This design comes from an exercise in tuning for small area, a short achievable clock period and few clock cycles on the open sky130 flow, not from production work.
Only simulation tests tie the RTL to the original design; equivalence was not proved.
Power figures rest on the tool's default switching activity, not on a simulated workload.

## run 1
// row_damage_span_tracker
module row_damage_span_tracker (
    input  logic                          clk,
    input  logic                          rst_n,
    input  logic                          start,
    output logic                          busy,
    input  logic [29:0]                   item,
    output logic                          result_valid,
    output logic [29:0]                   result,
    input  logic                          psel,
    input  logic                          penable,
    input  logic                          pwrite,
    input  logic [rdst_pkg::PADDR_W-1:0]  paddr,
    input  logic [rdst_pkg::DATA_W-1:0]   pwdata,
    output logic [rdst_pkg::DATA_W-1:0]   prdata,
    output logic                          pready
);
    localparam int NR = rdst_pkg::MAX_ROWS;
    function automatic logic lt10(input logic [9:0] a, input logic [9:0] b);
        logic [9:0] l;
        logic [9:0] e;
        logic [4:0] l1;
        logic [4:0] e1;
  ...
Size in the first run: about 5200 cells after synthesis, roughly 1800 flip-flops, ~140 I/O pins, roughly 74000 um^2 of cells after synthesis.
make LEC_CHECK=0 ABC_CLOCK_PERIOD_IN_PS=2700 CAP_MARGIN=20 CORE_MARGIN=2 CORE_UTILIZATION=40 CTS_CLUSTER_DIAMETER=80 CTS_CLUSTER_SIZE=25 SETUP_SLACK_MARGIN=2.3 SLEW_MARGIN=20 finish   # period 5.0 ns
run.sh (not shown) runs the stock make flow with config.mk's settings and CLKGATE_MAP_FILE= SYNTH_SCRIPT=/design/flow/synth_recipe.tcl, a recipe that flattens the netlist after the stock synthesis.
Run 1 finished all stages; the layout is clean.
Testbench counts of run 1, summed over its fixed seeds: cycles 4,445.
Input-level comparison between run 2 and run 1:
# run 1
export LEC_CHECK = 0
export ABC_CLOCK_PERIOD_IN_PS = 2700
export CAP_MARGIN = 20
export CORE_MARGIN = 2
export CORE_UTILIZATION = 40
export CTS_CLUSTER_DIAMETER = 80
export CTS_CLUSTER_SIZE = 25
export SETUP_SLACK_MARGIN = 2.3
export SLEW_MARGIN = 20
create_clock -name core_clock -period 5.0 [get_ports {clk}]
# run 2
export LEC_CHECK = 0
export ABC_AREA = 1
export ABC_CLOCK_PERIOD_IN_PS = 2600
export CAP_MARGIN = 20
export CORE_MARGIN = 2
export CORE_UTILIZATION = 40
export CTS_CLUSTER_DIAMETER = 80
export CTS_CLUSTER_SIZE = 25
export SETUP_SLACK_MARGIN = 2.4
export SLEW_MARGIN = 20
create_clock -name core_clock -period 5.0 [get_ports {clk}]
Findings:
Delta (run 2 minus run 1): highest cell delay on the worst timing path went up; switching share of power went up; fill cell instance count of the final layout went up; routing usage on met1 went up; part of the total power dissipated in sequential elements went up.
Run 2 vs run 1 on post-CTS setup repair buffer count: run 2 is the lower one.
The higher HPWL reported at the end of detailed placement of run 1 and run 2 is in run 2.
After detailed routing, run 1 needs less wire than run 2.
Share of the synthesized area in compound gates (AO/OA/AOI/OAI) came out lower on run 2 than on run 1.
Sequential share of layout area was higher in run 1 than in run 2.
The run showing the greater combinational power is run 1.

---

== xenon ==
row_damage_span_tracker again, from the RTL that the note above started with.
## row_damage_span_tracker
module row_damage_span_tracker (
    input  logic                          clk,
    input  logic                          rst_n,
    input  logic                          start,
    output logic                          busy,
    input  logic [29:0]                   item,
    output logic                          result_valid,
    output logic [29:0]                   result,
    input  logic                          psel,
    input  logic                          penable,
    input  logic                          pwrite,
    input  logic [rdst_pkg::PADDR_W-1:0]  paddr,
    input  logic [rdst_pkg::DATA_W-1:0]   pwdata,
    output logic [rdst_pkg::DATA_W-1:0]   prdata,
    output logic                          pready
);
make LEC_CHECK=0 ABC_CLOCK_PERIOD_IN_PS=2700 CAP_MARGIN=20 CORE_MARGIN=2 CORE_UTILIZATION=40 CTS_CLUSTER_DIAMETER=80 CTS_CLUSTER_SIZE=25 SETUP_SLACK_MARGIN=2.3 SLEW_MARGIN=20 TNS_END_PERCENT=5 finish   # period 5.0 ns
Testbench counts of xenon, summed over its fixed seeds: cycles 4,445.
Here is what was changed in the inputs of amber compared with xenon.
- removing TNS_END_PERCENT (formerly 5)
- changing CAP_MARGIN from 20 to 10
- changing SLEW_MARGIN from 20 to 10
Total power was higher in the run labelled amber. Wire length on met1 of amber falls short of that of xenon by a few percent. Between amber and xenon, worst slack at placement is lower for xenon, amber comes in above that. Compared to xenon, amber has non-clock buffer count about 16% higher. On final-stage net count, the higher figure sits with amber, not xenon. Of amber and xenon, the higher sequential share of layout area belongs to xenon.
Input changes introduced in yarrow (baseline for comparison: amber):
- changing CORE_UTILIZATION from 40 to 55
- changing CAP_MARGIN from 10 to 20
- changing SLEW_MARGIN from 10 to 20
## What came out
- Route | yarrow vs amber | wire longer in yarrow
- yarrow vs amber, part of the total power dissipated in the clock network went down by 0.4 points.
- Compared with amber, yarrow shows final HPWL from detailed placement that has gone up by a few percent.

[what the ideal ports hide]
No port has a modelled driver above. Below, the same layouts with a new extraction and two added sets of constraints.
Step 1 (the two cells are an assumption about what drives the block):
set clk [get_ports {clk}]
set_driving_cell -lib_cell sky130_fd_sc_hd__clkbuf_16 $clk
set_driving_cell -lib_cell sky130_fd_sc_hd__buf_2 [delete_from_list [all_inputs] $clk]
Step 2, shift: input delay + t, output delay - t, t = (earliest + latest rising clock arrival at the registers) / 2. This alone moves slack from input paths to output paths.
a / b / c = no drivers / after step 1 / after step 2; a / b = the first two.
| run | shift t [ns] | slack for setup (ns) | hold WS [ns] | worst register clock-pin slew, ns |
|---|---|---|---|---|
| run 1 | 0.859 | 2.076 / 2.076 / 1.447 | 0.277 / 0.225 / 0.321 | 0.11 / 0.11 |
| run 2 | 0.872 | 2.231 / 2.136 / 1.674 | 0.244 / 0.186 / 0.333 | 0.10 / 0.10 |
| xenon | 0.863 | 1.853 / 1.853 / 1.480 | 0.189 / 0.135 / 0.313 | 0.11 / 0.11 |
| amber | 0.860 | 2.079 / 2.079 / 1.445 | 0.277 / 0.225 / 0.320 | 0.11 / 0.11 |
| yarrow | 0.834 | 2.079 / 2.079 / 1.595 | 0.178 / 0.129 / 0.329 | 0.11 / 0.11 |
After both steps every run listed still meets setup and hold. For amber, which loses most, drivers alone change the setup slack by 0.000 ns; drivers and shift together by -0.634 ns.
